Background: an optimization exercise with open tools, aiming at small area, a short achievable clock period and few clock cycles per item. Do not read the settings as production practice. RTL that was checked went through simulation tests only; none was proved equivalent to the original.

// mac_accumulator
module mac_accumulator #(
  parameter int WIDTH     = 25,
  parameter int ACC_WIDTH = 64
) (
  input  logic                 clk,
  input  logic                 rst,
  input  logic                 in_valid,
  output logic                 in_ready,
  input  logic [WIDTH-1:0]     in_a,
  input  logic [WIDTH-1:0]     in_x,
  input  logic                 in_last,
  output logic                 out_valid,
  input  logic                 out_ready,
  output logic [ACC_WIDTH-1:0] out_sum,
  output logic [15:0]          out_count,
  output logic                 out_ovf
);
  logic in_ready_q, skid_v, v0, v1, outv, cont;
  logic adv, accept;
  assign adv      = ~(outv & ~out_ready);
  assign accept   = in_valid & in_ready_q;
  assign in_ready = in_ready_q;
  logic [24:0] skid_a, skid_x;
  logic        skid_l;
  logic [24:0] s0_a;
  logic [12:0] s0_one, s0_two;
  logic [11:0] s0_neg;
  logic        l0;
  logic [24:0] m_a, m_x;
  logic        m_l;
  logic [25:0] xe;
  logic [12:0] e_one, e_two, e_neg;
  assign m_a = skid_v ? skid_a : in_a;
  assign m_x = skid_v ? skid_x : in_x;
  assign m_l = skid_v ? skid_l : in_last;
  assign xe  = {1'b0, m_x};
  always_comb begin
    for (int i = 0; i < 13; i++) begin
      logic b2, b1, b0;
      b2 = xe[2*i+1];
      b1 = xe[2*i];
      b0 = (i == 0) ? 1'b0 : xe[2*i-1];
      e_one[i] = b1 ^ b0;
      e_two[i] = (b2 & ~b1 & ~b0) | (~b2 & b1 & b0);
      e_neg[i] = b2 & ~(b1 & b0);
    end
  end
  always_ff @(posedge clk or posedge rst) begin
    if (rst) begin
      in_ready_q <= 1'b1;
      skid_v     <= 1'b0;
      v0         <= 1'b0;
      v1         <= 1'b0;
      outv       <= 1'b0;
      cont       <= 1'b0;
    end else begin
      if (adv) begin
        skid_v     <= 1'b0;
        in_ready_q <= 1'b1;
        v0         <= skid_v | accept;
        v1         <= v0;
        if (v1) begin
  ...
For scale: roughly 2200 cells after synthesis, roughly 140 I/O pins, about 0.027 mm^2 of cells after synthesis.
export LEC_CHECK = 0
export CAP_MARGIN = 20
export CORE_MARGIN = 2
export CORE_UTILIZATION = 40
export SLEW_MARGIN = 20
export SYNTH_HIERARCHICAL = 1
export SYNTH_MINIMUM_KEEP_SIZE = 0
create_clock -name core_clock -period 12.0 [get_ports {clk}]
standard.sh (not shown) runs the stock make flow with config.mk's settings and CLKGATE_MAP_FILE= SYNTH_SCRIPT=/design/flow/synth_recipe.tcl, a recipe that flattens the netlist after the stock synthesis.
==> flow/flow/run.sh <==
#!/bin/bash
# The standard layout (standard.sh) with two changes: repair_timing aims for
# 8.0 ns of setup slack on the 12 ns clock (so the achieved period shrinks), and the
# port buffers that buffer_ports inserts use sky130_fd_sc_hd__buf_2.
set -euo pipefail
EXTRA='SETUP_SLACK_MARGIN=8.0 "BUFFER_PORTS_ARGS=-buffer_cell sky130_fd_sc_hd__buf_2"'
sed "s|^make -C |make $EXTRA -C |" standard.sh > standard_tuned.sh
bash standard_tuned.sh > flow_make.log 2>&1
Testbench counts at the start, summed over its fixed seeds: cycles 16,312, beats 16,288.
Rerun with:
--- a/flow/design.v
+++ b/flow/design.v
@@ -27,48 +27,24 @@
 );
   assign g = gh | (ph & gl);
   assign p = ph & pl;
 endmodule
 module mac_pgg (
   input  logic gh,
   input  logic ph,
   input  logic gl,
   output logic g
 );
   assign g = gh | (ph & gl);
 endmodule
-module mac_x3 (
-  input  logic a,
-  input  logic b,
-  input  logic c,
-  output logic y
-);
-  assign y = a ^ b ^ c;
-endmodule
-module mac_mj (
-  input  logic a,
-  input  logic b,
-  input  logic c,
-  output logic y
-);
-  assign y = (a & b) | (a & c) | (b & c);
-endmodule
-module mac_mux2 (
-  input  logic s,
-  input  logic a,
-  input  logic b,
-  output logic y
-);
-  assign y = s ? a : b;
-endmodule
 module mac_accumulator #(
   parameter int WIDTH     = 25,
   parameter int ACC_WIDTH = 64
 ) (
   input  logic                 clk,
   input  logic                 rst,
   input  logic                 in_valid,
   output logic                 in_ready,
   input  logic [WIDTH-1:0]     in_a,
   input  logic [WIDTH-1:0]     in_x,
   input  logic                 in_last,
   output logic                 out_valid,
@@ -1866,24 +1842,25 @@
       s1_pc <= t_pc;
       s1_d  <= t_d;
       l1    <= l0;
     end
   end
   logic [63:0] acc;
   logic [15:0] cnt;
   logic        ovf;
   logic [49:0] g_lo, cs_s;
   logic [50:0] cs_c;
   logic [13:0] g_hi;
   logic [50:0] lo_sum;
+  logic        inc;
   logic [13:0] hi_p1;
   assign hi_p1 = g_hi + 14'd1;
   assign g_lo = cont ? acc[49:0] : 50'd0;
   assign g_hi = cont ? acc[63:50] : 14'd0;
   assign cs_c[0] = 1'b0;
   for (genvar j = 0; j < 50; j++) begin : g_csa
     mac_fa u_fa (.a(s1_ps[j]), .b(s1_pc[j]), .c(g_lo[j]), .s(cs_s[j]), .co(cs_c[j+1]));
   end
   logic pg955;
   logic pp_956;
   logic pg957;
   logic pp_958;
@@ -2309,39 +2286,26 @@
   assign lo_sum[39] = pa_p[39] ^ pg1191;
   assign lo_sum[40] = pa_p[40] ^ pg1192;
   assign lo_sum[41] = pa_p[41] ^ pg1193;
   assign lo_sum[42] = pa_p[42] ^ pg1194;
   assign lo_sum[43] = pa_p[43] ^ pg1195;
   assign lo_sum[44] = pa_p[44] ^ pg1196;
   assign lo_sum[45] = pa_p[45] ^ pg1197;
   assign lo_sum[46] = pa_p[46] ^ pg1198;
   assign lo_sum[47] = pa_p[47] ^ pg1199;
   assign lo_sum[48] = pa_p[48] ^ pg1200;
   assign lo_sum[49] = pa_p[49] ^ pg1201;
   assign lo_sum[50] = pg1202;
-  logic        inc_if_c, inc_if_nc, ovf_if_c, ovf_if_nc, hi_ones;
-  logic [13:0] hi_if_c, hi_if_nc, hi_d;
-  logic        ovf_d;
-  assign inc_if_c  = cs_c[50] | s1_d;
-  assign inc_if_nc = cs_c[50] & s1_d;
-  assign hi_ones   = &g_hi;
-  assign hi_if_c   = inc_if_c  ? hi_p1 : g_hi;
-  assign hi_if_nc  = inc_if_nc ? hi_p1 : g_hi;
-  assign ovf_if_c  = (ovf & cont) | (inc_if_c & hi_ones);
-  assign ovf_if_nc = (ovf & cont) | (inc_if_nc & hi_ones);
-  for (genvar k = 0; k < 14; k++) begin : g_hisel
-    mac_mux2 u_mux (.s(lo_sum[50]), .a(hi_if_c[k]), .b(hi_if_nc[k]), .y(hi_d[k]));
-  end
-  mac_mux2 u_ovf_mux (.s(lo_sum[50]), .a(ovf_if_c), .b(ovf_if_nc), .y(ovf_d));
+  assign inc  = (cs_c[50] & lo_sum[50]) | (cs_c[50] & s1_d) | (lo_sum[50] & s1_d);
   always_ff @(posedge clk) begin
     if (adv && v1) begin
       acc[49:0]  <= lo_sum[49:0];
-      acc[63:50] <= hi_d;
-      ovf        <= ovf_d;
+      acc[63:50] <= inc ? hi_p1 : g_hi;
+      ovf        <= (ovf & cont) | (inc & (&g_hi));
       cnt        <= cont ? ((&cnt) ? cnt : cnt + 16'd1) : 16'd1;
     end
   end
   assign out_valid = outv;
   assign out_sum   = acc;
   assign out_count = cnt;
   assign out_ovf   = ovf;
 endmodule
- The new run produced a clean layout
- critical path depth rose by 6
- register-to-register slack is worse by 0.10 ns
- clock skew is lower by 0.0042 ns
- wire length drops by 1.8%
- via count came out lower by 2.3%
- area after synthesis came out lower by 1.6%
- cell area is lower by 0.35%
- first-iteration DRC count increases by 12%
- maximum frequency falls by 2.5%
For the second run of this note, only the layout was checked, not whether the RTL still works.

-- afterwards: timing with drivers on the ports --
How much do the figures lean on ideal ports? The routed layouts below were timed once more, with nothing changed but the port constraints.
Step 1: set_driving_cell puts a clkbuf_16 on clk and a buf_2 on each other input, an assumption about the parent block.
Step 2 moves the port delays by t, midway between the first and last clock arrival at a register: inputs arrive t later, outputs are due t later. That takes back most of the time a late clock gives input paths.
Slacks: no drivers / after step 1 / after step 2; pairs: no drivers / after step 1.
| run | shift t [ns] | setup WS [ns] | latest minus earliest clock arrival (ns) | cell pins on the clock port's net |
|---|---|---|---|---|
| the first run | 0.611 | 8.068 / 8.068 / 7.728 | 0.029 / 0.029 | 1 |
| the second run | 0.611 | 7.965 / 7.965 / 7.706 | 0.023 / 0.024 | 1 |
After both steps setup and hold are still met in every run listed. The setup slack of the first run, which loses most, moves by 0.000 ns with the drivers and by -0.340 ns with both steps.
